Background: an optimization exercise with open tools, aiming at small area, a short achievable clock period and few clock cycles per item. Do not read the settings as production practice. In this exercise RTL edits were held to simulation tests only and were not proved equivalent to the original. Power figures rest on the tool's default switching activity, not on a simulated workload.

## lane 1
==> flow/design.v <==
`default_nettype none
package rx_phy_pkg;
  localparam logic [7:0] sym_stp = 8'hFB;
  localparam logic [7:0] sym_sdp = 8'h5C;
  localparam logic [7:0] sym_end = 8'hFD;
  localparam logic [7:0] sym_edb = 8'hFE;
endpackage
`default_nettype wire
`timescale 1ns/1ns
`default_nettype none
module rx_symbol_decode (
  input  logic [31:0] data_i,
  input  logic [3:0]  data_k_i,
  output logic [35:0] word_o
);
  always_comb begin
    for (int i = 0; i < 4; i++) begin
      logic [7:0] v;
      logic       s, t, g, f;
      v = data_i[8*i +: 8];
      t = (v == rx_phy_pkg::sym_stp);
      s = t || (v == rx_phy_pkg::sym_sdp);
      g = (v == rx_phy_pkg::sym_end);
      f = s || g || (v == rx_phy_pkg::sym_edb);
      word_o[9*i +: 9] = data_k_i[i] ? {1'b1, v[7:4], t, g, f, s} : {1'b0, v};
    end
  end
endmodule
`default_nettype wire
`timescale 1ns/1ns
`default_nettype none
module rx_data_handler (
  input  logic                  clk_i,
  input  logic                  rst_i,
  input  logic                  phy_link_up_i,
  input  logic                  phy_fifo_empty_i,
  output logic                  phy_fifo_rd_en_o,
  input  logic                  data_valid_i,
  input  logic [31:0]           data_i,
  input  logic [3:0]            data_k_i,
  output logic [31:0]           m_axis_tdata_o,
  output logic [3:0]            m_axis_tkeep_o,
  output logic                  m_axis_tvalid_o,
  output logic                  m_axis_tlast_o,
  output logic [1:0]            m_axis_tuser_o,
  input  logic                  m_axis_tready_i
);
  logic [35:0] word_in;
  rx_symbol_decode i_decode (
    .data_i   (data_i),
    .data_k_i (data_k_i),
    .word_o   (word_in)
  );
  logic [2:0][35:0] b_q;
  logic [2:0]  wp_q, rp_q;
  logic [35:0] w0_q;
  logic [1:0]  wc_q;
  logic        w0v_q;
  logic        rd_ok_q;
  logic        rd_q;
  logic [3:0]  m_q;
  logic        drop_q;
  logic        open_q;
  logic        tlp_q;
  logic [4:0]  hc_q;
  logic [3:0][7:0] acc_q;
  logic [31:0] od_q;
  logic [3:1]  ok_q;
  logic        ol_q;
  logic [1:0]  ou_q;
  logic        ov_q;
  logic            open_n, tlp_n;
  logic [4:0]      hc_n;
  logic [3:0][3:0] tgt;
  logic [3:0]      w_e, w_n;
  logic            emit;
  logic            cut;
  logic [3:0]      rem_m;
  logic [3:1]      e_keep;
  logic            e_last, e_nul, e_tlp;
  logic            quirk;
  logic [3:0]      d, f, s, g, t;
  logic [4:0]      ob, tb;
  logic [4:0][4:0] hb;
  logic [3:0]      ea, eb, em, pay, segn, prior, clash, cutb, go, first;
  logic [4:0]      stopb;
  logic [3:0][3:0] ln;
  logic [3:0]      we_all;
  always_comb begin
    for (int i = 0; i < 4; i++) begin
      d[i] = m_q[i] && !w0_q[9*i+8];
      f[i] = m_q[i] &&  w0_q[9*i+8] && w0_q[9*i+1];
      s[i] = m_q[i] &&  w0_q[9*i+8] && w0_q[9*i];
      g[i] = w0_q[9*i+2];
      t[i] = w0_q[9*i+3];
    end
    ob[0] = open_q;
    hb[0] = hc_q;
    tb[0] = tlp_q;
    for (int i = 0; i < 4; i++) begin
      pay[i]   = d[i] && ob[i];
      ea[i]    = pay[i] && hb[i][4];
      eb[i]    = f[i] && ob[i] && !hb[i][0];
      ln[i]    = ea[i] ? 4'b0001 : hb[i][3:0];
      ob[i+1]  = f[i] ? s[i] : ob[i];
      tb[i+1]  = s[i] ? t[i] : tb[i];
      hb[i+1]  = f[i] ? 5'b00001 : pay[i] ? {ln[i], 1'b0} : hb[i];
    end
    em = ea | eb;
    prior[0] = 1'b0;
    for (int i = 1; i < 4; i++) prior[i] = prior[i-1] || em[i-1];
    segn  = prior | ea;
    first = em & ~prior;
    we_all = '0;
    for (int i = 0; i < 4; i++) begin
      if (pay[i] && !segn[i]) we_all = we_all | ln[i];
    end
    for (int i = 0; i < 4; i++) begin
      clash[i] = pay[i] && segn[i] && ((ln[i] & we_all) != 4'b0000);
      cutb[i]  = (em[i] && prior[i] && !drop_q) || clash[i];
    end
    stopb[0] = 1'b0;
    for (int i = 0; i < 4; i++) stopb[i+1] = stopb[i] || cutb[i];
    go    = ~stopb[4:1];
    cut   = stopb[4];
    rem_m = m_q & stopb[4:1];
    open_n = ob[4];
    hc_n   = hb[4];
    tlp_n  = tb[4];
    for (int i = 3; i >= 0; i--) begin
      if (cutb[i] && !stopb[i]) begin
        open_n = ob[i];
        hc_n   = hb[i];
        tlp_n  = tb[i];
      end
    end
    emit   = em != 4'b0000;
    e_keep = 3'b111;
    e_last = 1'b0;
    e_nul  = 1'b0;
    e_tlp  = tlp_q;
    for (int i = 0; i < 4; i++) begin
      if (first[i]) begin
        e_tlp = tb[i];
        if (eb[i]) begin
          e_keep = {hb[i][4], hb[i][4] | hb[i][3], hb[i][4] | hb[i][3] | hb[i][2]};
          e_last = 1'b1;
          e_nul  = !g[i];
        end
      end
    end
    tgt = '0;
    w_e = '0;
    w_n = '0;
    for (int i = 0; i < 4; i++) begin
      if (pay[i] && (!segn[i] || go[i])) tgt[i] = ln[i];
      if (pay[i] && !segn[i])            w_e = w_e | ln[i];
      if (pay[i] && segn[i] && go[i])    w_n = w_n | ln[i];
    end
  end
  assign quirk = (m_q == 4'b1111) && open_q && hc_q[4] &&
                 !w0_q[8] && w0_q[17] && w0_q[9] && !w0_q[26] && w0_q[35] && w0_q[28];
  logic [3:0][7:0] sel, e_b;
  always_comb begin
    for (int j = 0; j < 4; j++) begin
      sel[j] = '0;
      for (int i = 0; i < 4; i++) begin
        sel[j] = sel[j] | ({8{tgt[i][j]}} & w0_q[9*i +: 8]);
      end
      e_b[j] = w_e[j] ? sel[j] : acc_q[j];
    end
  end
  logic fire, cons;
  always_comb begin
    w0_q = '0;
    for (int k = 0; k < 3; k++) w0_q = w0_q | ({36{rp_q[k]}} & b_q[k]);
  end
  logic [2:0] wc_n;
  assign fire   = w0v_q && (!ov_q || m_axis_tready_i);
  assign cons   = fire && !cut;
  logic [2:0] wc_in, wc_in_rd;
  assign wc_in    = {1'b0, wc_q} + {2'b00, data_valid_i};
  assign wc_in_rd = wc_in + {2'b00, phy_fifo_rd_en_o};
  assign wc_n     = cons ? wc_in - 3'd1 : wc_in;
  assign phy_fifo_rd_en_o = !rst_i && phy_link_up_i && !phy_fifo_empty_i && rd_ok_q;
  always_ff @(posedge clk_i) begin
    if (rst_i) begin
      wc_q    <= 2'd0;
      w0v_q   <= 1'b0;
      wp_q    <= 3'b001;
      rp_q    <= 3'b001;
      rd_q    <= 1'b0;
      rd_ok_q <= 1'b0;
      open_q  <= 1'b0;
      ov_q    <= 1'b0;
    end else begin
      rd_q    <= phy_fifo_rd_en_o;
      wc_q    <= wc_n[1:0];
      w0v_q   <= cons ? (wc_in > 3'd1) : (wc_in != 3'd0);
      if (data_valid_i) wp_q <= {wp_q[1:0], wp_q[2]};
      if (cons)         rp_q <= {rp_q[1:0], rp_q[2]};
      rd_ok_q <= cons ? (wc_in_rd <= 3'd3) : (wc_in_rd <= 3'd2);
      if (fire) begin
        open_q <= open_n;
      end
      ov_q <= (fire && emit) || (ov_q && !m_axis_tready_i);
    end
  end
  always_ff @(posedge clk_i) begin
    for (int k = 0; k < 3; k++) begin
      if (data_valid_i && wp_q[k]) b_q[k] <= word_in;
    end
    if (fire) begin
      tlp_q <= tlp_n;
      hc_q  <= hc_n;
    end
    if (!w0v_q) begin
      m_q    <= 4'b1111;
      drop_q <= 1'b0;
    end else if (fire) begin
      m_q    <= cut ? rem_m : 4'b1111;
      drop_q <= cut && quirk;
    end
    for (int j = 0; j < 4; j++) begin
      if (fire && (w_e[j] || w_n[j])) acc_q[j] <= sel[j];
    end
    if (fire && emit) begin
      od_q <= e_b;
      ok_q <= e_keep;
      ol_q <= e_last;
      ou_q <= {e_nul && e_last, e_tlp};
    end
  end
  assign m_axis_tvalid_o = ov_q;
  assign m_axis_tdata_o  = od_q;
  assign m_axis_tkeep_o  = {ok_q, 1'b1};
  assign m_axis_tlast_o  = ol_q;
  assign m_axis_tuser_o  = ou_q;
endmodule
`default_nettype wire
Settings: LEC_CHECK=0, ABC_AREA=1, CAP_MARGIN=20, CORE_MARGIN=2, CORE_UTILIZATION=40, CTS_BUF_LIST=sky130_fd_sc_hd__clkbuf_8, PLACE_DENSITY=0.6, SETUP_SLACK_MARGIN=4.3, SLEW_MARGIN=20; clock period 8.0 ns.
standard.sh (not shown) runs the stock make flow with config.mk's settings and CLKGATE_MAP_FILE= SYNTH_SCRIPT=/design/flow/synth_recipe.tcl, a recipe that flattens the netlist after the stock synthesis.
==> flow/flow/run.sh <==
#!/bin/bash
# The standard layout, with the smallest buffer on each port instead of the
# delay buffer buffer_ports picks by default. Every port still gets a buffer.
set -euo pipefail
export BUFFER_PORTS_ARGS="-buffer_cell sky130_fd_sc_hd__buf_1"
bash standard.sh > standard_flow.log 2>&1
No stage failed in lane 1, and the final checks on the layout all came back clean.
Testbench counts of lane 1, summed over its fixed seeds: cycles 34,759, items 32,299.
Modified inputs, lane 2 compared to lane 1
# lane 1
export LEC_CHECK = 0
export ABC_AREA = 1
export CAP_MARGIN = 20
export CORE_MARGIN = 2
export CORE_UTILIZATION = 40
export CTS_BUF_LIST = sky130_fd_sc_hd__clkbuf_8
export PLACE_DENSITY = 0.6
export SETUP_SLACK_MARGIN = 4.3
export SLEW_MARGIN = 20
create_clock -name core_clock -period 8.0 [get_ports {clk_i}]
# lane 2
export LEC_CHECK = 0
export ABC_AREA = 1
export CAP_MARGIN = 20
export CORE_MARGIN = 2
export CORE_UTILIZATION = 40
export CTS_BUF_LIST = sky130_fd_sc_hd__clkbuf_8
export PLACE_DENSITY = 0.6
export SETUP_SLACK_MARGIN = 4.25
export SLEW_MARGIN = 20
create_clock -name core_clock -period 8.0 [get_ports {clk_i}]
==> flow/run.sh (new file) <==
#!/bin/bash
# synth_recipe.tcl (not shown) runs the flow's synth.tcl, then flattens the netlist and writes it again
# the make line also repeats each setting of config.mk as NAME=value (left out here)
make -C /OpenROAD-flow-scripts/flow DESIGN_CONFIG=/design/flow/config.mk WORK_HOME=/design/flow/orfs CLKGATE_MAP_FILE= SYNTH_SCRIPT=/design/flow/synth_recipe.tcl finish
removed: flow/flow/run.sh
removed: flow/standard.sh
## What came out
Changes observed in lane 2 relative to lane 1: final worst-path cycle share barely changed, post-synthesis to final-layout area growth climbed 0.45 points. Taking lane 2 over lane 1, the first-iteration DRC count ratio works out to 0.79. Comparing the two runs side by side, lane 2 comes out ahead of lane 1 on overall via count from detail_route. When the final numbers for lane 2 and lane 1 were put side by side, the final cell count turned out to be greater in lane 1. There was hardly any difference in number of multi-input logic gates between lane 2 and lane 1. Post-detailed-route wirelength per cell delta (lane 2 -> lane 1): insignificant.
Changes in lane 3 relative to lane 2:
# lane 2
export LEC_CHECK = 0
export ABC_AREA = 1
export CAP_MARGIN = 20
export CORE_MARGIN = 2
export CORE_UTILIZATION = 40
export CTS_BUF_LIST = sky130_fd_sc_hd__clkbuf_8
export PLACE_DENSITY = 0.6
export SETUP_SLACK_MARGIN = 4.25
export SLEW_MARGIN = 20
create_clock -name core_clock -period 8.0 [get_ports {clk_i}]
# lane 3
export LEC_CHECK = 0
export ABC_AREA = 1
export CAP_MARGIN = 20
export CORE_MARGIN = 2
export CORE_UTILIZATION = 30
export CTS_BUF_LIST = sky130_fd_sc_hd__clkbuf_8
export GPL_TIMING_DRIVEN = 0
export PLACE_DENSITY = 0.5
export SETUP_SLACK_MARGIN = 4.3
export SLEW_MARGIN = 20
create_clock -name core_clock -period 8.0 [get_ports {clk_i}]
[summary]
First-pass GRT wire length deteriorates in lane 3 relative to lane 2. Lane 3 gives more count of fill cells added during filler insertion than lane 2 did. Lane 3 gives less per-cell via count in the routed design than lane 2 did. Lane 3 against lane 2; footprint of the multi-input gates is up by a few percent. Lower multi-input logic portion of the cell area among lane 3 and lane 2: lane 3. Lane 3 and lane 2 ended up with nearly the same number of buffers on the longest clock path. The clock power reported for lane 3 is greater than that of lane 2 by about 3%. Delta(time the final worst path needs with I/O delays and setup, lane 3 - lane 2) < 0. Between lane 2 and lane 3, net switching fraction of the power decreased.
Inputs modified between lane 3 and lane 4:
# lane 3
export LEC_CHECK = 0
export ABC_AREA = 1
export CAP_MARGIN = 20
export CORE_MARGIN = 2
export CORE_UTILIZATION = 30
export CTS_BUF_LIST = sky130_fd_sc_hd__clkbuf_8
export GPL_TIMING_DRIVEN = 0
export PLACE_DENSITY = 0.5
export SETUP_SLACK_MARGIN = 4.3
export SLEW_MARGIN = 20
create_clock -name core_clock -period 8.0 [get_ports {clk_i}]
# lane 4
export LEC_CHECK = 0
export ABC_AREA = 1
export CAP_MARGIN = 20
export CORE_MARGIN = 2
export CORE_UTILIZATION = 40
export CTS_BUF_LIST = sky130_fd_sc_hd__clkbuf_8
export GPL_ROUTABILITY_DRIVEN = 0
export PLACE_DENSITY = 0.6
export SETUP_SLACK_MARGIN = 4.3
export SLEW_MARGIN = 20
create_clock -name core_clock -period 8.0 [get_ports {clk_i}]
## What came out
- Lane 4 vs lane 3, routed wire length went up by 0.38%.
- Compared to lane 3, lane 4 has count of buffer and inverter cells on the critical path 2 higher.
- When lane 4 is set beside lane 3, its share of the final layout cell area in sequential cells turns out to be 1.5 points larger.
- Note that the via-per-instance ratio recorded for lane 4 amounts to 1.11 times the value seen in lane 3.
- Launching element of the worst setup path: rp_q[1] -> lane 4, rp_q[0] -> lane 3
- Comparing lane 4 and lane 3, the lower areal power density over the cells is on lane 3.
- Post-CTS setup repair buffer count (lane 4 vs. lane 3) decreases by more than a quarter
- As of lane 4, filler-free cell count of the finished design had fallen by a little under 10% compared to lane 3.
- The run showing the greater fraction of area in multi-input gates is lane 3.
- Any difference in clock transition time at the flip-flop clock pins of the worst setup and hold paths between lane 4 and lane 3 is small enough to ignore.
- Diff lane 4..lane 3 | area after synthesis | unchanged
- Of lane 4 and lane 3, it is lane 4 that has the lower wire length of the first global-routing pass.
> inputs changed (lane 4 -> lane 5)
# lane 4
export LEC_CHECK = 0
export ABC_AREA = 1
export CAP_MARGIN = 20
export CORE_MARGIN = 2
export CORE_UTILIZATION = 40
export CTS_BUF_LIST = sky130_fd_sc_hd__clkbuf_8
export GPL_ROUTABILITY_DRIVEN = 0
export PLACE_DENSITY = 0.6
export SETUP_SLACK_MARGIN = 4.3
export SLEW_MARGIN = 20
create_clock -name core_clock -period 8.0 [get_ports {clk_i}]
# lane 5
export LEC_CHECK = 0
export ABC_AREA = 1
export CAP_MARGIN = 20
export CORE_MARGIN = 2
export CORE_UTILIZATION = 30
export CTS_BUF_LIST = sky130_fd_sc_hd__clkbuf_8
export PLACE_DENSITY = 0.5
export SETUP_SLACK_MARGIN = 4.3
export SLEW_MARGIN = 20
create_clock -name core_clock -period 8.0 [get_ports {clk_i}]
Notes after the runs:
Per the final summary, lane 5 finished and its layout is clean on timing, DRC and antenna.
Final cell area excluding filler cells of lane 5 is on par with lane 4.
Lane 5: total power is about 1% lower than what lane 4 reported.
Wire length after detailed routing of lane 4 is on par with lane 5.
Taking lane 4 as the reference point, the wire length of the first global-routing pass of lane 5 rises by about 4.4%.
Proportion of power drawn by the clock network up 1.1 points in lane 5 wrt lane 4
Via count (lane 5 vs. lane 4) decreases by a few percent
met3 track utilization from global routing sits lower in lane 5 than in lane 4.
Compared with lane 4, lane 5 instantiates a larger number of standard cells.
Post-layout utilization of the core: lane 5 vs lane 4 down 13 points

==> re-timing with driven ports <==
The results above use ideal ports. As a check the final layouts listed here were re-extracted and re-timed, cells and wires unchanged. Step 1 assumes that a clkbuf_16 drives the clock port and a buf_2 every other input. Step 2 moves the port delays by t, midway between the first and last clock arrival at a register: inputs arrive t later, outputs are due t later. That takes back most of the time a late clock gives input paths. a / b / c = no drivers / after step 1 / after step 2; a / b = the first two.
run	t (ns)	setup slack, ns	worst setup path after step 2
lane 1	0.589	4.299 / 4.299 / 4.021	input to register
lane 2	0.573	4.297 / 4.279 / 4.005	input to register
lane 3	0.572	4.320 / 4.308 / 4.098	input to register
lane 4	0.567	4.147 / 4.147 / 3.910	input to register
lane 5	0.575	4.354 / 4.321 / 4.099	input to register
After both steps setup and hold are still met in every run listed. For lane 2, which loses most, drivers alone change the setup slack by -0.018 ns; drivers and shift together by -0.292 ns.
